Source: an optimization exercise on an open RTL-to-GDS flow (aim: small area). Production flows keep margins and buffers that such runs may drop. The RTL was checked by simulation tests, not by an equivalence proof against the original design. Power figures rest on the tool's default switching activity, not on a simulated workload.

===== flow/design.v =====
`timescale 1ns/100ps
`default_nettype none
module cpuTop #(
	parameter logic [15:0] resetPc = '0
) (
	input wire clk,
	input wire rst,
	input wire [15:0] instr,
	output logic [15:0] instrAddr,
	output logic [15:0] dataAddr,
	output logic [15:0] dataWrData,
	output logic dataWrite,
	output logic dataRead,
	input wire [15:0] dataRdData
);
	localparam logic [2:0] sClr = 3'd0;   
	localparam logic [2:0] sEx  = 3'd1;   
	localparam logic [2:0] sBr  = 3'd2;   
	localparam logic [2:0] sLw  = 3'd3;   
	localparam logic [2:0] sSw  = 3'd4;   
	localparam logic [2:0] sInc = 3'd5;   
	logic [2:0] state;
	logic [1:0] phase;
	logic [15:0] regs [1:15];
	logic [15:0] pc;
	logic [15:0] xr;        
	logic aluC, incC, eqF;
	wire [3:0] op = instr[15:12];
	wire [3:0] rd = instr[11:8];
	wire [3:0] rs1 = instr[7:4];
	wire [3:0] rs2 = instr[3:0];
	wire ex = (state == sEx);
	wire isAddi = (op == 4'b1001);
	wire isMem = (op[3:2] == 2'b00) & (op[1:0] == 2'b01 || op[1:0] == 2'b10);
	wire isLw = (op == 4'b0001);
	wire isJmp = (op == 4'b0011);
	wire isBr = (op[3:1] == 3'b010);
	wire isAluR = (op == 4'b1000) || (op == 4'b1011) || (op == 4'b1100) || (op == 4'b1111);
	logic [3:0] selA;
	always_comb begin
		if (ex && isMem) selA = {2'b10, instr[9:8]};
		else if ((ex && isAddi) || state == sBr) selA = rd;
		else selA = rs1;
	end
	wire [3:0] portA = (selA == 4'd0) ? 4'd0 : regs[selA][3:0];
	wire [3:0] portB = (rs2 == 4'd0) ? 4'd0 : regs[rs2][3:0];
	logic [3:0] pcNib, immNib;
	always_comb begin
		case (phase)
			2'd0: pcNib = pc[3:0];
			2'd1: pcNib = pc[7:4];
			2'd2: pcNib = pc[11:8];
			default: pcNib = pc[15:12];
		endcase
	end
	always_comb begin
		immNib = 4'd0;
		if (isJmp) begin
			case (phase)
				2'd0: immNib = instr[3:0];
				2'd1: immNib = instr[7:4];
				2'd2: immNib = instr[11:8];
				default: immNib = {4{instr[11]}};
			endcase
		end else if (isMem) begin
			case (phase)
				2'd0: immNib = {instr[2:0], 1'b0};
				2'd1: immNib = instr[6:3];
				default: immNib = {4{instr[7]}};
			endcase
		end else begin
			case (phase)
				2'd0: immNib = instr[3:0];
				2'd1: immNib = instr[7:4];
				default: immNib = {4{instr[7]}};
			endcase
		end
	end
	wire doSub = ex & (isAluR & (op == 4'b1100));
	wire doNand = ex & (op == 4'b1011);
	wire doOr = ex & (op == 4'b1111);
	wire [3:0] aluA = (ex && isJmp) ? pcNib : portA;
	logic [3:0] aluB;
	always_comb begin
		if (state == sBr) aluB = 4'd0;
		else if (ex && (isAluR || isBr)) aluB = portB;
		else aluB = immNib;
	end
	wire cin = (phase == 2'd0) ? (doSub | (ex & isJmp)) : aluC;
	wire [4:0] sum = {1'b0, aluA} + {1'b0, doSub ? ~aluB : aluB} + {4'd0, cin};
	logic [3:0] aluY;
	always_comb begin
		if (doNand) aluY = ~(aluA & aluB);
		else if (doOr) aluY = aluA | aluB;
		else aluY = sum[3:0];
	end
	wire eqNib = (aluA == aluB);
	wire eqAll = eqNib & ((phase == 2'd0) | eqF);
	wire taken = (op[0] ? !eqAll : eqAll);
	wire incCin = (phase == 2'd0) ? 1'b1 : incC;
	wire [4:0] inc = {1'b0, pcNib} + {4'd0, incCin};
	logic [3:0] wrNib;
	logic [15:0] wrEn;
	always_comb begin
		wrEn = '0;
		wrNib = aluY;
		case (state)
			sClr: begin
				wrEn = '1;
				wrNib = 4'd0;
			end
			sEx: if (isAluR || isAddi) wrEn[rd] = 1'b1;
			sLw: begin
				wrEn[{2'b11, instr[11:10]}] = 1'b1;
				case (phase)
					2'd0: wrNib = dataRdData[3:0];
					2'd1: wrNib = dataRdData[7:4];
					2'd2: wrNib = dataRdData[11:8];
					default: wrNib = dataRdData[15:12];
				endcase
			end
			default: ;
		endcase
	end
	always_ff @(posedge clk) begin
		for (int i = 1; i < 16; i++) begin
			regs[i] <= {wrEn[i] ? wrNib : regs[i][3:0], regs[i][15:4]};
		end
	end
	logic [3:0] xNib;
	always_comb begin
		case (phase)
			2'd0: xNib = resetPc[3:0];
			2'd1: xNib = resetPc[7:4];
			2'd2: xNib = resetPc[11:8];
			default: xNib = resetPc[15:12];
		endcase
		if (state == sClr) ;  
		else if ((ex && (isMem || isJmp)) || state == sBr) xNib = aluY;
		else xNib = inc[3:0];
	end
	wire holdX = (state == sLw);
	always_ff @(posedge clk) begin
		if (!holdX) xr <= {xNib, xr[15:4]};
		aluC <= sum[4];
		incC <= inc[4];
		eqF <= eqAll;
	end
	wire last = (phase == 2'd3);
	logic ldPc;
	logic [2:0] nextState;
	always_comb begin
		ldPc = 1'b0;
		nextState = sEx;
		case (state)
			sClr: ldPc = 1'b1;
			sEx: begin
				if (isMem) nextState = isLw ? sLw : sSw;
				else if (isBr && taken) nextState = sBr;
				else ldPc = 1'b1;
			end
			sLw: nextState = sInc;
			default: ldPc = 1'b1;
		endcase
	end
	always_ff @(posedge clk) begin
		if (last && ldPc) pc <= {xNib, xr[15:4]};
	end
	always_ff @(posedge clk or posedge rst) begin
		if (rst) begin
			state <= sClr;
			phase <= 2'd0;
		end else begin
			phase <= phase + 2'd1;
			if (last) state <= nextState;
		end
	end
	assign instrAddr = pc;
	assign dataAddr = xr;
	assign dataRead = (state == sLw);
	assign dataWrite = (state == sSw) && (phase == 2'd0);
	always_comb begin
		case (instr[11:10])
			2'd0: dataWrData = regs[12];
			2'd1: dataWrData = regs[13];
			2'd2: dataWrData = regs[14];
			default: dataWrData = regs[15];
		endcase
	end
endmodule
`default_nettype wire

===== flow/flow/run.sh =====
#!/bin/bash
# Own flow: the standard ORFS flow with three changes.
#  1. Synthesis is ORFS's own (synth_recipe.tcl via standard.sh) but its ABC step
#     uses flow/abc_area.script, an area-oriented mapping without ABC's
#     buffering and up-sizing, and adders are left to ABC (no ADDER_MAP_FILE). The registers are checked against the standard
#     synthesis; if they differ in any way, the standard netlist is used.
#  2. Port buffers are the smallest buffer, sky130_fd_sc_hd__buf_1.
#  3. Clock tree synthesis without dummy loads, with flow/cts_args.txt.
set -uo pipefail
W=$(pwd)
R=$W/orfs/results/$FLOW_PLATFORM/cpuTop/base

# 1. reference: the standard synthesis
bash standard.sh synth > $W/synth_standard.log 2>&1 || exit 1
cp $R/1_2_yosys.v $W/reference_1_2_yosys.v

# same synthesis scripts, own ABC script
cp -r $FLOW_HOME/scripts $W/myscripts
cp $W/flow/abc_area.script $W/myscripts/abc_area.script
rm -rf $W/orfs
if bash standard.sh synth SCRIPTS_DIR=$W/myscripts ADDER_MAP_FILE= > $W/synth_own.log 2>&1 \
	&& python3 $W/flow/cmpregs.py $W/reference_1_2_yosys.v $R/1_2_yosys.v > $W/cmpregs.log 2>&1; then
	echo "using own synthesis"
else
	echo "own synthesis unusable; using the standard synthesis"
	rm -rf $W/orfs
	bash standard.sh synth > $W/synth_standard2.log 2>&1 || exit 1
fi

CTS="$(cat $W/flow/cts_args.txt)"
bash standard.sh finish "BUFFER_PORTS_ARGS=-buffer_cell sky130_fd_sc_hd__buf_1" "CTS_ARGS=$CTS" > $W/layout.log 2>&1 || exit 1
ls -l $W/out

===== flow/flow/abc_area.script =====
strash
&get -n
&fraig -x
&put
scorr
dc2
dretime
strash
&get -n
&dch -f
&nf -R 1000 -F 5000 -A 5000
&put
mfs3 -a

===== flow/flow/cmpregs.py =====
#!/usr/bin/env python3
# Compare the registers (instance name and cell type, drive strength ignored)
# of two gate-level netlists; exit 1 if they differ.
import re, sys

def regs(path):
    text = open(path).read()
    out = {}
    for m in re.finditer(r'^\s*(sky130_fd_sc_hd__(\w+?)_\d+)\s+(\\\S+|\S+)\s*\(', text, re.M):
        base = m.group(2)
        if re.match(r'(df|edf|sdf|dl)', base):
            out[m.group(3)] = base
    return out

a, b = regs(sys.argv[1]), regs(sys.argv[2])
print(f"reference registers: {len(a)}, new: {len(b)}")
if a != b:
    for k in sorted(set(a) | set(b)):
        if a.get(k) != b.get(k):
            print("differs:", k, a.get(k), b.get(k))
    sys.exit(1)
print("registers match")

===== flow/flow/cts_args.txt =====
-sink_clustering_enable -repair_clock_nets -dont_use_dummy_load -buf_list sky130_fd_sc_hd__clkbuf_4 -sink_clustering_size 12 -sink_clustering_max_diameter 30

===== flow/standard.sh =====
#!/bin/bash
# synth_recipe.tcl (not shown) runs the flow's synth.tcl, then flattens the netlist and writes it again
# the make line also repeats each setting of config.mk as NAME=value (left out here)
make -C /OpenROAD-flow-scripts/flow DESIGN_CONFIG=/design/flow/config.mk WORK_HOME=/design/flow/orfs CLKGATE_MAP_FILE= SYNTH_SCRIPT=/design/flow/synth_recipe.tcl "${@:-finish}"

===== flow/config.mk =====
export PLATFORM = sky130hd
export DESIGN_NAME = cpuTop
export DESIGN_NICKNAME = cpuTop
export VERILOG_FILES = /design/flow/design.v
export SDC_FILE = /design/flow/constraint.sdc
export NUM_CORES = 4
export LEC_CHECK = 0
export ABC_AREA = 1
export CAP_MARGIN = 0
export CORE_MARGIN = 2
export CORE_UTILIZATION = 40
export GPL_TIMING_DRIVEN = 0
export SLEW_MARGIN = 0

===== flow/constraint.sdc =====
create_clock -name core_clock -period 10.0 [get_ports {clk}]
set_input_delay 2.0000 -clock core_clock [delete_from_list [all_inputs] [get_ports {clk}]]
set_output_delay 2.0000 -clock core_clock [all_outputs]
set_load 0.01 [all_outputs]

==> key figures, run 1 <==
Worst setup path
  • FF-to-FF End: regs[2][15]
  • Critical-path top delay cell: nor3_1
  • CP arrival: 8.55 ns
  • Reg2reg start: state[0]
  • Crit. Startpoint: instr[12]
  • Crit. End Element: flip-flop
  • Most frequent CP cell: nand2_1
  • Reg2Reg Depth: 23
  • Setup CP Type: input port to flip-flop
  • Crit path cell chain: buf_1, xnor2_1, nor3_1, nand2_1, nand2_1, mux2i_1, or2_0, nor2_1, a222oi_1, nand4_1, o21ai_0, nor2_1, a21oi_1, xor2_1, mux2_1, maj3_1, maj3_1, xnor2_1, o21ai_0, nand2_1, a22oi_2, buf_8, a21oi_1
  • Worst-path fanout max: 10
  • CP endpoint: regs[2][15]
  • Crit path launch type: input port
  • Crit path required time: 10.40 ns
  • FF-to-FF setup slack: 3.19 ns
  • Critical Path Max Stage Delay: 0.87 ns

Clock tree
  • Depth of the CTS H-tree: 2
  • CTS clk-pin slew, worst paths: 0.10 ns
  • CTS sink count: 280
  • TritonCTS clock tree: yes
  • Postcts setup bufs: 0
  • Clk buf depth: 3
  • CTS Hold Bufs: 0
  • Worst-Skew Late Latency: 0.67 ns
  • CTS root buffer: clkbuf_4
  • # resized after CTS: 0
  • Clock buffer count from CTS: 49

Logic synthesis
  • Post-synth ARST share: 1.786%
  • Syn_area_per_cell: 11.11 um^2
  • Syn Nets: 839
  • Mapped Area: 8946 um^2
  • Seq/Total Area, Yosys: 66.52%
  • Distinct cells, synth: 38
  • Share of the synthesized area in the top cell type: 54.38%
  • Synth Flop Type: dfxtp_1
  • Post-synth EDFFs: 32
  • Post-Synthesis Cells: 805
  • Yosys top cell by area: dfxtp_1
  • Synth Register Bits: 280
  • Synth warn: 18
  • Largest cells by area after synthesis: dfxtp_1 54%, edfxtp_1 11%, nand2_1 3.9%

Timing
  • Fin. Hold Viols: 0
  • Clock skew: 0.1069 ns
  • Final worst path period share: 81.44%
  • Final hold slack: 0.2598 ns
  • Final setup margin: 1.856 ns
  • RSZ-0062 raised after global routing: false
  • Fmax: 0.1228 GHz
  • Final min period: 8.144 ns
  • Final setup fails: 0
  • Max transition margin: 11.44%
  • Max Slew Vio Count: 0
  • Slew @ Worst Pin: 1.326 ns
  • Sum Neg Setup Slack: 0 ns

Routing
  • Via/cell ratio: 5.484
  • Wire per inst: 19.95 um
  • WL final: 24.40 mm
  • Detailed-route via count: 6707
  • 1st-iter DRT viols: 584
  • Pre-antenna DRT Iters: 7
  • Antenna viol nets, final: 0
  • Residual DRC: 0

Cells and area
  • Area grow syn2layout: 12.36%
  • Post-layout util: 45.92%
  • Register area: 5951 um^2
  • Share of layout cells above drive strength 1: 6.263%
  • Area of the multi-input gates: 2974 um^2
  • Fillcell total: 2118
  • Nets: 978
  • Most frequent cells in the layout: 243 x dfxtp_1, 92 x nand2_1, 88 x nor2_1
  • Commonest non-fill, non-tap cell in the layout: dfxtp_1

Die
  • Die H: 153.6 um
  • Die width: 153.6 um
  • Core Footprint: 21890 um^2
  • Initial Util: 40.87%
  • Rows: 54
  • DIE AREA: 23580 um^2
  • # IOs: 84

Pwr
  • Leak: 0.003826 uW
  • Gate power share: 19.7%
  • Max IR drop VDD: 179.8 uV
  • P_sw: 1009 uW
  • Internal: 2120 uW
  • Reg power frac: 62.3%
  • Clk pwr share: 17.9%
  • Pwr per Cell Area: 311.2 nW/um^2
  • Switching share of power: 32.25%

Global route
  • Vias in the first global route: 6478
  • Grt total ovfl: 0
  • Initial antenna violation count: 1
  • First-pass GRT wire length: 37.34 mm
  • Largest net degree at the start of global routing: 22
  • Total GRT Usage: 20.50%

Placement
  • GPL Wtd Cong: 0.9549
  • Placement Setup Slack: 1.403 ns
  • Dpl hpwl: 18.16 mm
  • IO buf count: 83

Min path
  • Worst Hold Class: flip-flop to flip-flop
  • Hold Path Cell Cnt: 0

Job
  • MaxCap Viol Count: 0

Outcome
  • Status: finished clean
==> synth_stat cells, types with 5 or more instances <==
cell type,count
dfxtp_1,243
nand4_1,12
xnor2_1,12
nand2_1,92
clkinv_1,12
nor2b_1,7
mux2_1,17
xor2_1,8
o21ai_0,54
edfxtp_1,32
nor3b_1,5
a31oi_1,7
a22o_1,10
a211oi_1,7
a221oi_1,6
nand2b_1,9
a22oi_1,42
nor3_1,13
a222oi_1,21
nand3_1,8
a21oi_1,65
dfrtp_1,5
nor2_1,89
==> worst max-delay path, delay by kind of cell <==
family | cells | cell delay (ns)
xor+xnor | 3 | 0.55
buf+inv | 2 | 0.49
mux | 2 | 0.83
fa+ha+maj | 2 | 0.82
simple gates | 8 | 2.16
compound gates | 6 | 1.69
==> per-stage QoR <==
stage	instance area [um^2]	power (uW)	cells
after floorplan	8946	2211	805
after global placement	9608	2536	1168
final	10050	3129	1223
after CTS	10050	3162	1222
after detailed placement	9682	2592	1173
after global routing	10050	3318	1223
==> cells by family after synthesis <==
group,Yosys count,share of synthesized area [%]
and+or+nand+nor,244,11.79
buffers and inverters,12,0.5035
muxes,20,2.475
adders and majority gates,3,0.3357
AOI/OAI and AO/OA,226,16.42
DFF,280,66.52
xor gates and xnor gates,20,1.958
==> final cells by class <==
| type | instances | share of cell area (%) |
|---|---|---|
| Tap cell | 280 | 3.485 |
| Clock buffer | 49 | 3.659 |
| Sequential cell | 280 | 59.20 |
| Inverter | 12 | 0.4481 |
| Antenna cell | 1 | 0.02489 |
| Timing Repair Buffer | 88 | 3.597 |
| Multi-Input combinational cell | 513 | 29.59 |
==> worst min path at each step <==
stage | startpoint | to | slack (ns)
after floorplan | regs[10][4] | regs[10][0] | 0.31
after global placement | regs[6][9] | regs[6][5] | 0.31
after detailed placement | regs[10][13] | regs[10][9] | 0.31
after CTS | regs[4][11] | regs[4][7] | 0.27
after global routing | regs[4][11] | regs[4][7] | 0.26
final | regs[4][11] | regs[4][7] | 0.26
==> power groups by stage <==
stage               registers, uW  logic [uW]  clock network, uW
finish                       1950         617                561
CTS                          1950         623                589
global route                 2000         683                637
floorplan                    1850         364                  0
detailed placement           1970         619                  0
global placement             1960         577                  0
==> flip-flops by register name, indices dropped and copies added, names as in the netlist <==
name   flops
state      3
incC       1
pc        16
aluC       1
xr        16
phase      2
regs     240
eqF        1
==> routing by layer <==
layer	global-route usage, %	vias up	part of all wire, %
met2	30.65	297	43
met4	8.781	0	3.8
met5	0	-	0
met1	28.76	3130	46
li1	-	3211	-
met3	4.510	69	7.3
==> run 2: changes to the inputs <==
==> flow/flow/cts_args.txt (replaced) <==
-sink_clustering_enable -repair_clock_nets -dont_use_dummy_load -buf_list sky130_fd_sc_hd__clkbuf_4 -sink_clustering_size 11 -sink_clustering_max_diameter 60
==> key figures, run 2 <==
Die
  • Die H: 153.6 um (unchanged)
  • Initial Util: 40.87% (unchanged)
  • Core Footprint: 21890 um^2 (unchanged)
  • DIE AREA: 23580 um^2 (unchanged)
  • Die width: 153.6 um (unchanged)
  • # IOs: 84 (unchanged)
  • Rows: 54 (unchanged)

Placement
  • IO buf count: 83 (unchanged)
  • Placed inst area: 9682 um^2 (unchanged)
  • Placement Setup Slack: 1.403 ns (unchanged)
  • Cell Count Post-Placement: 1173 (unchanged)
  • Dpl hpwl: 18.16 mm (unchanged)
  • GPL Wtd Cong: 0.9549 (unchanged)

Pwr
  • Leak: 0.003739 uW (was 0.003826 uW)
  • Pwr per Cell Area: 304.9 nW/um^2 (was 311.2 nW/um^2)
  • Max IR drop VDD: 187.0 uV (was 179.8 uV)

Worst setup path
  • Crit. End Element: flip-flop (unchanged)
  • CP arrival: 8.57 ns (was 8.55 ns)
  • Crit path required time: 10.50 ns (was 10.40 ns)
  • Worst-path fanout max: 10 (unchanged)
  • Crit path launch type: input port (unchanged)
  • Setup CP Type: input port to flip-flop (unchanged)

Logic synthesis
  • Post-Synthesis Cells: 805 (unchanged)
  • Top-count cell post-synth: dfxtp_1 (unchanged)
  • Share of the synthesized area in the top cell type: 54.38% (unchanged)
  • Post-synth top cells: 243 x dfxtp_1, 92 x nand2_1, 89 x nor2_1 (unchanged)
  • Post-synth EDFFs: 32 (unchanged)
  • Simple-gate area share of the yosys netlist: 11.79% (unchanged)
  • Largest cells by area after synthesis: dfxtp_1 54%, edfxtp_1 11%, nand2_1 3.9% (unchanged)
  • Distinct cells, synth: 38 (unchanged)
  • Syn_area_per_cell: 11.11 um^2 (unchanged)
  • Post-synthesis adder-cell area fraction: 0.3357% (unchanged)
  • Compound-Gate Fraction of Synth Area: 16.42% (unchanged)
  • Synth Flop Type: dfxtp_1 (unchanged)
  • Syn Nets: 839 (unchanged)
  • Seq/Total Area, Yosys: 66.52% (unchanged)
  • Synth Register Bits: 280 (unchanged)
  • Largest family of logic cells by synthesized area: compound AO/OA/AOI/OAI gates (unchanged)
  • Post-synthesis xor/xnor area fraction: 1.958% (unchanged)
  • Mux share of post-synthesis cell area: 2.476% (unchanged)
  • Post-synth ARST share: 1.786% (unchanged)
  • Synth warn: 18 (unchanged)
  • Yosys top cell by area: dfxtp_1 (unchanged)
  • Mapped Area: 8946 um^2 (unchanged)

Timing
  • Sum Neg Setup Slack: 0 ns (unchanged)
  • Final setup fails: 0 (unchanged)
  • RSZ-0062 raised after global routing: false (unchanged)
  • Clock skew: 0.06933 ns (was 0.1069 ns)
  • Final worst path period share: 80.65% (was 81.44%)
  • Fin. Hold Viols: 0 (unchanged)
  • Max transition margin: 11.04% (was 11.44%)
  • Max Slew Vio Count: 0 (unchanged)
  • Fmax: 0.1240 GHz (was 0.1228 GHz)
  • Final min period: 8.065 ns (was 8.144 ns)
  • Final setup margin: 1.935 ns (was 1.856 ns)
  • Slew @ Worst Pin: 1.332 ns (was 1.326 ns)

Cells and area
  • Largest registers: regs: 240 flops, pc: 16 flops, xr: 16 flops (unchanged)
  • Area of the multi-input gates: 2974 um^2 (unchanged)
  • Register area: 5951 um^2 (unchanged)
  • Final Cell Area: 9912 um^2 (was 10050 um^2)
  • Number of cells in the finished layout apart from fillers: 1205 (was 1223)
  • Share of layout cells above drive strength 1: 4.334% (was 6.263%)
  • Area grow syn2layout: 10.80% (was 12.36%)
  • Max FFs per register: 240 (unchanged)
  • Most flops, register: regs (unchanged)
  • Most frequent cells in the layout: 243 x dfxtp_1, 92 x nand2_1, 88 x nor2_1 (unchanged)
  • Commonest non-fill, non-tap cell in the layout: dfxtp_1 (unchanged)
  • Nets: 959 (was 978)
  • Fillcell total: 2125 (was 2118)

Clock tree
  • Postcts setup bufs: 0 (unchanged)
  • Depth of the CTS H-tree: 1 (was 2)
  • CTS sink count: 280 (unchanged)
  • Clk buf depth: 3 (unchanged)
  • # resized after CTS: 0 (unchanged)
  • CTS clk-pin slew, worst paths: 0.10 ns (about the same)
  • Worst-Skew Late Latency: 0.69 ns (was 0.67 ns)
  • Clock buffer count from CTS: 30 (was 49)
  • TritonCTS clock tree: yes (unchanged)
  • CTS root buffer: clkbuf_4 (unchanged)
  • CTS Hold Bufs: 0 (unchanged)

Global route
  • Grt total ovfl: 0 (unchanged)
  • Total GRT Usage: 20.20% (was 20.50%)
  • Initial antenna violation count: 1 (unchanged)
  • Largest net degree at the start of global routing: 22 (unchanged)
  • First-pass GRT wire length: 37.04 mm (was 37.34 mm)
  • Vias in the first global route: 6329 (was 6478)

Job
  • MaxCap Viol Count: 0 (unchanged)

Routing
  • Detailed-route via count: 6627 (was 6707)
  • Pre-antenna DRT Iters: 5 (was 7)
  • 1st-iter DRT viols: 553 (was 584)
  • Antenna viol nets, final: 0 (unchanged)
  • Residual DRC: 0 (unchanged)
  • Wire per inst: 20.16 um (was 19.95 um)
  • WL final: 24.30 mm (was 24.40 mm)
  • Via/cell ratio: 5.500 (was 5.484)

Min path
  • Worst Hold Class: flip-flop to flip-flop (unchanged)

Outcome
  • Status: finished clean (unchanged)
run 2: cell counts after synthesis:
Identical to the previous run, type by type.
run 2: area by class of cell:
cell class                      instances  share of cell area (%)
Timing Repair Buffer                   88                   3.648
Multi-Input combinational cell        513                   30.01
Antenna cell                            2                 0.05049
Tap cell                              280                   3.534
Clock buffer                           30                   2.272
Sequential cell                       280                   60.04
Inverter                               12                  0.4544
run 2: final timing paths:
kind / slack, ns / depth (start not counted) / to / startpoint
max: 1.93 / 23 / regs[11][15] / instr[12]
max reg2reg: 3.14 / 23 / regs[11][15] / state[0]
min reg2reg: 0.27 / 0 / regs[9][7] / regs[9][11]
max in group asynchronous: 8.65 / 2 / state[2] / rst
min: 0.27 / 0 / regs[9][7] / regs[9][11]
min in group asynchronous: 1.14 / 2 / phase[0] / rst
run 2: metrics by stage:
| stage | hold WS (ns) | total power [uW] | utilization (%) |
|---|---|---|---|
| floorplan | 0.3096 | 2211 | - |
| detailed placement | 0.3121 | 2592 | 44.23 |
| global placement | 0.3097 | 2536 | 43.89 |
| CTS | 0.2716 | 3052 | 45.26 |
| global route | 0.2604 | 3197 | 45.28 |
| finish | 0.2737 | 3022 | 45.28 |
run 2: layer usage:
| layer | wire (um) | up-vias | global-route usage [%] |
|---|---|---|---|
| met5 | 0 | - | 0 |
| met4 | 966 | 0 | 7.645 |
| met3 | 1471 | 61 | 3.382 |
| met2 | 10590 | 267 | 30.96 |
| met1 | 11270 | 3124 | 28.78 |
| li1 | - | 3175 | - |
run 2: cells by family (layout without fill, tap and decap cells):
logic type	after synthesis	after routing
buffers and inverters	12	130
multiplexers	20	20
adder cells (fa/ha/maj)	3	3
AO/OA/AOI/OAI	226	226
flip-flops	280	280
AND/OR/NAND/NOR	244	244
other	0	2
XOR/XNOR	20	20
run 2: critical path, cell delays in order:
cell and delay, ns:
buf_1 0.27, xnor2_1 0.13, nor3_1 0.85, nand2_1 0.28
nand2_1 0.18, mux2i_1 0.41, or2_0 0.26, nor2_1 0.16
a222oi_1 0.52, nand4_1 0.20, o21ai_0 0.22, nor2_1 0.11
a21oi_1 0.27, xor2_1 0.27, mux2_1 0.41, maj3_1 0.41
maj3_1 0.41, xnor2_1 0.15, o21ai_0 0.14, nand2_1 0.11
a22oi_2 0.49, buf_8 0.22, a21oi_1 0.09
run 2: power breakdown:
part | total, uW | leakage, uW | switching [uW] | internal [uW]
combinational | 618 | 0.00119 | 388 | 230
sequential | 1950 | 0.00241 | 283 | 1660
clock | 457 | 0.000138 | 320 | 137
==> run 3: changes to the inputs <==
--- a/flow/flow/run.sh
+++ b/flow/flow/run.sh
@@ -2,7 +2,8 @@
 # Own flow: the standard ORFS flow with three changes.
 #  1. Synthesis is ORFS's own (synth_recipe.tcl via standard.sh) but its ABC step
 #     uses flow/abc_area.script, an area-oriented mapping without ABC's
-#     buffering and up-sizing, and adders are left to ABC (no ADDER_MAP_FILE). The registers are checked against the standard
+#     buffering and up-sizing, and adders are left to ABC (no ADDER_MAP_FILE, and no
+#     Kogge-Stone extra map: SYNTH_OPERATIONS_ARGS is set to the harmless -noshare). The registers are checked against the standard
 #     synthesis; if they differ in any way, the standard netlist is used.
 #  2. Port buffers are the smallest buffer, sky130_fd_sc_hd__buf_1.
 #  3. Clock tree synthesis without dummy loads, with flow/cts_args.txt.
@@ -18,7 +19,7 @@
 cp -r $FLOW_HOME/scripts $W/myscripts
 cp $W/flow/abc_area.script $W/myscripts/abc_area.script
 rm -rf $W/orfs
-if bash standard.sh synth SCRIPTS_DIR=$W/myscripts ADDER_MAP_FILE= > $W/synth_own.log 2>&1 \
+if bash standard.sh synth SCRIPTS_DIR=$W/myscripts ADDER_MAP_FILE= SYNTH_OPERATIONS_ARGS=-noshare > $W/synth_own.log 2>&1 \
 	&& python3 $W/flow/cmpregs.py $W/reference_1_2_yosys.v $R/1_2_yosys.v > $W/cmpregs.log 2>&1; then
 	echo "using own synthesis"
 else
==> flow/flow/abc_area.script (replaced) <==
strash
&get -n
&fraig -x
&put
scorr
dc2
dretime
strash
&get -n
&dch -f
&nf -R 1000 -F 5000 -A 5000
&put
mfs3 -a
mfs3 -a
==> flow/flow/cts_args.txt (replaced) <==
-sink_clustering_enable -repair_clock_nets -dont_use_dummy_load -buf_list sky130_fd_sc_hd__clkbuf_4 -sink_clustering_size 11 -sink_clustering_max_diameter 40
==> key figures, run 3 <==
Die
  • Rows: 57 (was 54)
  • Initial Util: 40.90% (was 40.87%)
  • # IOs: 84 (unchanged)
  • Core Footprint: 24390 um^2 (was 21890 um^2)
  • Die H: 161.9 um (was 153.6 um)
  • DIE AREA: 26220 um^2 (was 23580 um^2)
  • Die width: 161.9 um (was 153.6 um)

Worst setup path
  • Reg2reg start: state[1] (was state[0])
  • Crit path required time: 10.45 ns (was 10.50 ns)
  • CP arrival: 6.83 ns (was 8.57 ns)
  • Setup CP Type: input port to flip-flop (unchanged)
  • Most frequent CP cell: nand2_1 (unchanged)
  • Critical-path top delay cell: a31oi_1 (was nor3_1)
  • CP endpoint: regs[4][15] (was regs[11][15])
  • Crit. End Element: flip-flop (unchanged)
  • Reg2Reg Depth: 23 (unchanged)
  • Crit path launch type: input port (unchanged)
  • Crit. Startpoint: instr[12] (unchanged)
  • FF-to-FF setup slack: 5.06 ns (was 3.14 ns)
  • FF-to-FF End: regs[4][15] (was regs[11][15])
  • Worst-path fanout max: 10 (unchanged)
  • Critical Path Max Stage Delay: 0.59 ns (was 0.85 ns)

Clock tree
  • CTS root buffer: clkbuf_4 (unchanged)
  • Clock buffer count from CTS: 38 (was 30)
  • Clk buf depth: 3 (unchanged)
  • TritonCTS clock tree: yes (unchanged)
  • CTS clk-pin slew, worst paths: 0.10 ns (about the same)
  • Depth of the CTS H-tree: 2 (was 1)
  • CTS Hold Bufs: 0 (unchanged)
  • CTS sink count: 280 (unchanged)
  • Worst-Skew Late Latency: 0.66 ns (was 0.69 ns)
  • Postcts setup bufs: 0 (unchanged)
  • # resized after CTS: 0 (unchanged)

Logic synthesis
  • Post-synth top cells: 272 x nand2_1, 243 x dfxtp_1, 106 x inv_1 (was 243 x dfxtp_1, 92 x nand2_1, 89 x nor2_1)
  • Post-synth ARST share: 1.786% (unchanged)
  • Synth Flop Type: dfxtp_1 (unchanged)
  • Post-synth EDFFs: 32 (unchanged)
  • Syn_area_per_cell: 8.931 um^2 (was 11.11 um^2)
  • Distinct cells, synth: 39 (was 38)
  • Seq/Total Area, Yosys: 59.65% (was 66.52%)
  • Post-Synthesis Cells: 1117 (was 805)
  • Largest cells by area after synthesis: dfxtp_1 49%, nand2_1 10%, edfxtp_1 9.6% (was dfxtp_1 54%, edfxtp_1 11%, nand2_1 3.9%)
  • Synth warn: 18 (unchanged)
  • Share of the synthesized area in the top cell type: 48.76% (was 54.38%)
  • Syn Nets: 1177 (was 839)
  • Yosys top cell by area: dfxtp_1 (unchanged)
  • Top-count cell post-synth: nand2_1 (was dfxtp_1)
  • Mapped Area: 9976 um^2 (was 8946 um^2)
  • Synth Register Bits: 280 (unchanged)

Cells and area
  • Largest registers: regs: 240 flops, pc: 16 flops, xr: 16 flops (unchanged)
  • Area grow syn2layout: 10.25% (was 10.80%)
  • Post-layout util: 45.09% (was 45.28%)
  • Commonest non-fill, non-tap cell in the layout: nand2_1 (was dfxtp_1)
  • Nets: 1300 (was 959)
  • Most flops, register: regs (unchanged)
  • Most frequent cells in the layout: 272 x nand2_1, 243 x dfxtp_1, 106 x inv_1 (was 243 x dfxtp_1, 92 x nand2_1, 88 x nor2_1)
  • Max FFs per register: 240 (unchanged)
  • Fillcell total: 2492 (was 2125)
  • Share of layout cells above drive strength 1: 6.139% (was 4.334%)

Timing
  • RSZ-0062 raised after global routing: false (unchanged)
  • Final setup fails: 0 (unchanged)
  • Clock skew: 0.09361 ns (was 0.06933 ns)
  • Sum Neg Setup Slack: 0 ns (unchanged)
  • Final worst path period share: 63.82% (was 80.65%)
  • Slew @ Worst Pin: 0.8275 ns (was 1.332 ns)
  • Final hold slack: 0.2908 ns (was 0.2737 ns)
  • Max transition margin: 44.77% (was 11.04%)
  • Fmax: 0.1567 GHz (was 0.1240 GHz)
  • Fin. Hold Viols: 0 (unchanged)
  • Final min period: 6.382 ns (was 8.065 ns)
  • Max Slew Vio Count: 0 (unchanged)

Routing
  • Via/cell ratio: 4.955 (was 5.500)
  • Detailed-route via count: 7754 (was 6627)
  • WL final: 26.57 mm (was 24.30 mm)
  • Wire per inst: 16.98 um (was 20.16 um)
  • Pre-antenna DRT Iters: 5 (unchanged)
  • Antenna viol nets, final: 0 (unchanged)
  • 1st-iter DRT viols: 566 (was 553)
  • Residual DRC: 0 (unchanged)

Pwr
  • Leak: 0.004869 uW (was 0.003739 uW)
  • Max IR drop VDD: 152.7 uV (was 187.0 uV)
  • Pwr per Cell Area: 285.5 nW/um^2 (was 304.9 nW/um^2)

Min path
  • Worst Hold Class: flip-flop to flip-flop (unchanged)
  • HP Start: regs[10][8] (was regs[9][11])

Job
  • MaxCap Viol Count: 0 (unchanged)

Global route
  • Initial antenna violation count: 2 (was 1)
  • Largest net degree at the start of global routing: 22 (unchanged)
  • Grt total ovfl: 0 (unchanged)
  • First-pass GRT wire length: 40.92 mm (was 37.04 mm)
  • Total GRT Usage: 20.40% (was 20.20%)
  • Vias in the first global route: 7475 (was 6329)

Placement
  • Dpl hpwl: 20.85 mm (was 18.16 mm)
  • IO buf count: 82 (was 83)
  • GPL Wtd Cong: 0.9272 (was 0.9549)

Outcome
  • Status: finished clean (unchanged)
-- run 3: changes by cell type after synthesis, sizes merged, moves of 17 or more --
cell,previous run,this run
nand2,92,273
inv,0,114
nand3,8,70
a22oi,42,0
o21ai,54,87
o22ai,2,31
a21oi,65,37
ha,0,24
a222oi,21,0
nor2,89,110
mux2,17,0
-- run 3: worst min-delay path by stage --
| stage | end | slack, ns | depth (start not counted) |
|---|---|---|---|
| 3_5_place_dp | regs[10][5] | 0.31 | 0 |
| 4_1_cts | regs[10][4] | 0.28 | 0 |
| 2_1_floorplan | regs[10][0] | 0.31 | 0 |
| 3_3_place_gp | regs[7][10] | 0.31 | 0 |
| 5_1_grt | regs[13][6] | 0.29 | 0 |
| 6_report | regs[10][4] | 0.29 | 0 |
-- run 3: metal layers --
| metal | vias up | part of all wire, % | track usage [%] |
|---|---|---|---|
| li1 | 3914 | - | - |
| met4 | 0 | 2.6 | 7.039 |
| met3 | 54 | 6.3 | 3.677 |
| met1 | 3541 | 47 | 27.88 |
| met5 | - | 0 | 0 |
| met2 | 245 | 45 | 32.69 |
-- run 3: layout make-up --
| cell class | instances | area [um^2] | share of cell area [%] |
|---|---|---|---|
| multi-input cells | 703 | 3506 | 31.88 |
| repair buffers | 83 | 319.1 | 2.901 |
| clock buffers | 38 | 285.3 | 2.594 |
| well taps | 324 | 405.4 | 3.686 |
| flip-flops and latches | 280 | 5951 | 54.11 |
| inverters | 114 | 427.9 | 3.891 |
| plain buffers | 20 | 96.34 | 0.8760 |
| diodes | 3 | 7.507 | 0.06826 |
-- run 3: cell families after synthesis --
logic type / after synthesis / synth area share, %
adders and majority gates: 26 / 3.412
buffers and inverters: 134 / 5.255
xor gates and xnor gates: 7 / 0.6899
and+or+nand+nor: 481 / 20.09
AOI/OAI and AO/OA: 189 / 10.90
DFF: 280 / 59.65
-- run 3: critical path: cells and delay by family --
| family | cells | cell delay [ns] |
|---|---|---|
| buf+inv | 5 | 0.91 |
| compound gates | 6 | 1.36 |
| simple gates | 14 | 1.78 |
| fa+ha+maj | 2 | 0.78 |
-- run 3: power by group --
part / internal [uW] / switching (uW)
logic: 226 / 528
clock network: 175 / 330
registers: 1670 / 213
total: 2070 / 1070
-- run 3: stage by stage --
| stage | cell area [um^2] | total power, uW | worst slack [ns] | std cells |
|---|---|---|---|---|
| after floorplan | 9976 | 2304 | 3.922 | 1117 |
| after global placement | 10690 | 2645 | 2.312 | 1523 |
| after detailed placement | 10710 | 2657 | 3.084 | 1524 |
| after CTS | 10990 | 3169 | 3.747 | 1562 |
| after global routing | 11000 | 3347 | 3.347 | 1564 |
| final | 11000 | 3140 | 3.618 | 1565 |
==> run 4: changes to the inputs <==
==> flow/flow/abc_area.script (replaced) <==
strash
&get -n
&fraig -x
&put
scorr
dc2
dretime
strash
&get -n
&dch -f
&nf -R 1000 -F 5000 -A 5000
&put
mfs3 -a
==> key figures, run 4 <==
Cells and area
  • Area grow syn2layout: 10.25% (unchanged)
  • Nets: 1300 (unchanged)
  • Share of layout cells above drive strength 1: 6.139% (unchanged)
  • Max FFs per register: 240 (unchanged)
  • Largest registers: regs: 240 flops, pc: 16 flops, xr: 16 flops (unchanged)
  • Number of cells in the finished layout apart from fillers: 1565 (unchanged)
  • Most frequent cells in the layout: 272 x nand2_1, 243 x dfxtp_1, 106 x inv_1 (unchanged)
  • Most flops, register: regs (unchanged)
  • Commonest non-fill, non-tap cell in the layout: nand2_1 (unchanged)

Timing
  • Max transition margin: 44.77% (unchanged)
  • Final hold slack: 0.2908 ns (unchanged)
  • Sum Neg Setup Slack: 0 ns (unchanged)
  • Final setup fails: 0 (unchanged)
  • RSZ-0062 raised after global routing: false (unchanged)
  • Final min period: 6.382 ns (unchanged)
  • Final worst path period share: 63.82% (unchanged)
  • Max Slew Vio Count: 0 (unchanged)
  • Slew @ Worst Pin: 0.8275 ns (unchanged)
  • Fin. Hold Viols: 0 (unchanged)
  • Fmax: 0.1567 GHz (unchanged)
  • Clock skew: 0.09361 ns (unchanged)

Clock tree
  • TritonCTS clock tree: yes (unchanged)
  • Depth of the CTS H-tree: 2 (unchanged)
  • Postcts setup bufs: 0 (unchanged)
  • Clock buffer count from CTS: 38 (unchanged)
  • CTS root buffer: clkbuf_4 (unchanged)
  • CTS sink count: 280 (unchanged)
  • CTS Hold Bufs: 0 (unchanged)
  • # resized after CTS: 0 (unchanged)
  • Clk buf depth: 3 (unchanged)
  • CTS clk-pin slew, worst paths: 0.10 ns (about the same)
  • Worst-Skew Late Latency: 0.66 ns (about the same)

Logic synthesis
  • Mapped Area: 9976 um^2 (unchanged)
  • Syn Nets: 1177 (unchanged)
  • Share of the synthesized area in the top cell type: 48.76% (unchanged)
  • Distinct cells, synth: 39 (unchanged)
  • Synth Flop Type: dfxtp_1 (unchanged)
  • Top-count cell post-synth: nand2_1 (unchanged)
  • Syn_area_per_cell: 8.931 um^2 (unchanged)
  • Yosys top cell by area: dfxtp_1 (unchanged)
  • Synth warn: 18 (unchanged)
  • Synth Register Bits: 280 (unchanged)
  • Largest cells by area after synthesis: dfxtp_1 49%, nand2_1 10%, edfxtp_1 9.6% (unchanged)
  • Post-synth EDFFs: 32 (unchanged)
  • Post-synth ARST share: 1.786% (unchanged)
  • Seq/Total Area, Yosys: 59.65% (unchanged)
  • Post-synth top cells: 272 x nand2_1, 243 x dfxtp_1, 106 x inv_1 (unchanged)
  • Post-Synthesis Cells: 1117 (unchanged)

Placement
  • Dpl hpwl: 20.85 mm (unchanged)
  • Cell Count Post-Placement: 1524 (unchanged)
  • IO buf count: 82 (unchanged)
  • GPL Wtd Cong: 0.9272 (unchanged)

Die
  • # IOs: 84 (unchanged)
  • Rows: 57 (unchanged)
  • Die H: 161.9 um (unchanged)
  • DIE AREA: 26220 um^2 (unchanged)
  • Core Footprint: 24390 um^2 (unchanged)
  • Initial Util: 40.90% (unchanged)
  • Die width: 161.9 um (unchanged)

Worst setup path
  • Crit path launch type: input port (unchanged)
  • Reg2reg start: state[1] (unchanged)
  • Crit. Startpoint: instr[12] (unchanged)
  • Setup CP Type: input port to flip-flop (unchanged)
  • Crit path required time: 10.45 ns (about the same)
  • Crit. End Element: flip-flop (unchanged)
  • CP arrival: 6.83 ns (about the same)
  • Worst-path fanout max: 10 (unchanged)

Global route
  • Initial antenna violation count: 2 (unchanged)
  • Total GRT Usage: 20.40% (unchanged)
  • First-pass GRT wire length: 40.92 mm (unchanged)
  • Vias in the first global route: 7475 (unchanged)
  • Largest net degree at the start of global routing: 22 (unchanged)
  • Grt total ovfl: 0 (unchanged)

Job
  • MaxCap Viol Count: 0 (unchanged)

Pwr
  • Leak: 0.004869 uW (unchanged)
  • Switching share of power: 34.10% (unchanged)
  • Reg power frac: 59.9% (about the same)
  • Internal: 2069 uW (unchanged)
  • Clk pwr share: 16.1% (about the same)
  • Pwr per Cell Area: 285.5 nW/um^2 (unchanged)
  • Gate power share: 24.0% (about the same)
  • P_sw: 1071 uW (unchanged)
  • Max IR drop VDD: 152.7 uV (unchanged)

Routing
  • Pre-antenna DRT Iters: 5 (unchanged)
  • Detailed-route via count: 7754 (unchanged)
  • 1st-iter DRT viols: 566 (unchanged)
  • Via/cell ratio: 4.955 (unchanged)
  • Wire per inst: 16.98 um (unchanged)
  • Residual DRC: 0 (unchanged)
  • Antenna viol nets, final: 0 (unchanged)
  • WL final: 26.57 mm (unchanged)

Min path
  • HP Start: regs[10][8] (unchanged)
  • Worst Hold Class: flip-flop to flip-flop (unchanged)

Outcome
  • Status: finished clean (unchanged)
run 4: cell counts in the layout (fill, tap and decap cells not counted):
No cell type changed its count.
run 4: cell type report:
type,instances,area [um^2]
fill,2492,13390
sequential,280,5951
multi-input combinational,703,3506
inverter,114,427.9
tap,324,405.4
timing repair buffer,83,319.1
clock buffer,38,285.3
buffer,20,96.34
antenna,3,7.507
run 4: cell families (layout without fill, tap and decap cells):
logic type      count (synthesis)  count (layout)  synth area share [%]
buf+inv                       134             255                 5.255
flops                         280             280                 59.65
other cells                     0               3                     0
compound gates                189             189                 10.90
simple gates                  481             481                 20.09
xor+xnor                        7               7                0.6899
fa+ha+maj                      26              26                 3.412
run 4: critical path: stages:
cell and delay [ns]:
buf_1 0.19, inv_1 0.07, ha_1 0.30, nand3_2 0.17, inv_2 0.07, nand2_1 0.11, buf_4 0.20, nand2_1 0.07
nor2_1 0.15, nor2_2 0.13, nand2_1 0.31, nand2_1 0.12, nor2_1 0.18, nand2_1 0.08, nor2_1 0.22, o21bai_1 0.17
fa_1 0.48, a21o_1 0.18, a21oi_1 0.18, nor2_1 0.06, nor2_1 0.08, nand2_1 0.05, nand3_1 0.05, o21ai_0 0.13
a31oi_1 0.59, buf_2 0.38, o21ai_0 0.11
run 4: path summary, 6_finish.rpt:
kind                               endpoint  slack, ns  cells past startpoint
worst max-delay path            regs[4][15]       3.62                     27
worst min-delay path            regs[10][4]       0.29                      0
min in group asynchronous          phase[1]       1.24                      2
worst min register to register  regs[10][4]       0.29                      0
worst max register to register  regs[4][15]       5.06                     23
max in group asynchronous          phase[0]       8.60                      2
run 4: routing by layer:
metal | GRT usage, % | part of all wire (%)
met4 | 7.039 | 2.6
met5 | 0 | 0
met1 | 27.88 | 47
met3 | 3.677 | 6.3
met2 | 32.69 | 45
run 4: power by group through the flow:
stage | logic (uW) | clock network [uW] | registers (uW)
after floorplan | 471 | 0 | 1830
after global placement | 755 | 0 | 1890
after detailed placement | 750 | 0 | 1910
after CTS | 756 | 529 | 1880
after global routing | 842 | 571 | 1930
final | 754 | 505 | 1880
run 4: per-stage QoR:
stage	power [uW]	util, %	cell area (um^2)	setup WS, ns
2_1_floorplan	2304	-	9976	3.922
3_3_place_gp	2645	43.82	10690	2.312
3_5_place_dp	2657	43.89	10710	3.084
4_1_cts	3169	45.06	10990	3.747
5_1_grt	3347	45.08	11000	3.347
6_report	3140	45.09	11000	3.618

## static timing again, ports no longer ideal
In the flow no input, the clock included, has a driving cell. The finished layouts below were timed again as built, in two steps.
Step 1 assumes that a clkbuf_16 drives the clock port and a buf_2 every other input.
Step 2 adds t to the input delays and takes it off the output delays; t is the mean of the earliest and latest rising clock arrival at the registers after step 1. Input paths then give back, and output paths get back, about the clock's delay inside the block.
Slacks: ideal ports / drivers / drivers and shift; pairs: ideal ports / drivers.
| run | shift t [ns] | setup slack, ns | hold WS [ns] | latest minus earliest clock arrival (ns) |
|---|---|---|---|---|
| run 1 | 0.652 | 1.856 / 1.860 / 1.207 | 0.260 / 0.260 / 0.260 | 0.107 / 0.107 |
| run 2 | 0.693 | 1.935 / 1.939 / 1.246 | 0.274 / 0.274 / 0.274 | 0.070 / 0.070 |
| run 3 | 0.657 | 3.618 / 3.620 / 2.962 | 0.291 / 0.291 / 0.291 | 0.094 / 0.093 |
| run 4 | 0.657 | 3.618 / 3.620 / 2.962 | 0.291 / 0.291 / 0.291 | 0.094 / 0.093 |
After both steps every run listed still meets setup and hold. The setup slack of run 2, which loses most, moves by +0.004 ns with the drivers and by -0.689 ns with both steps.
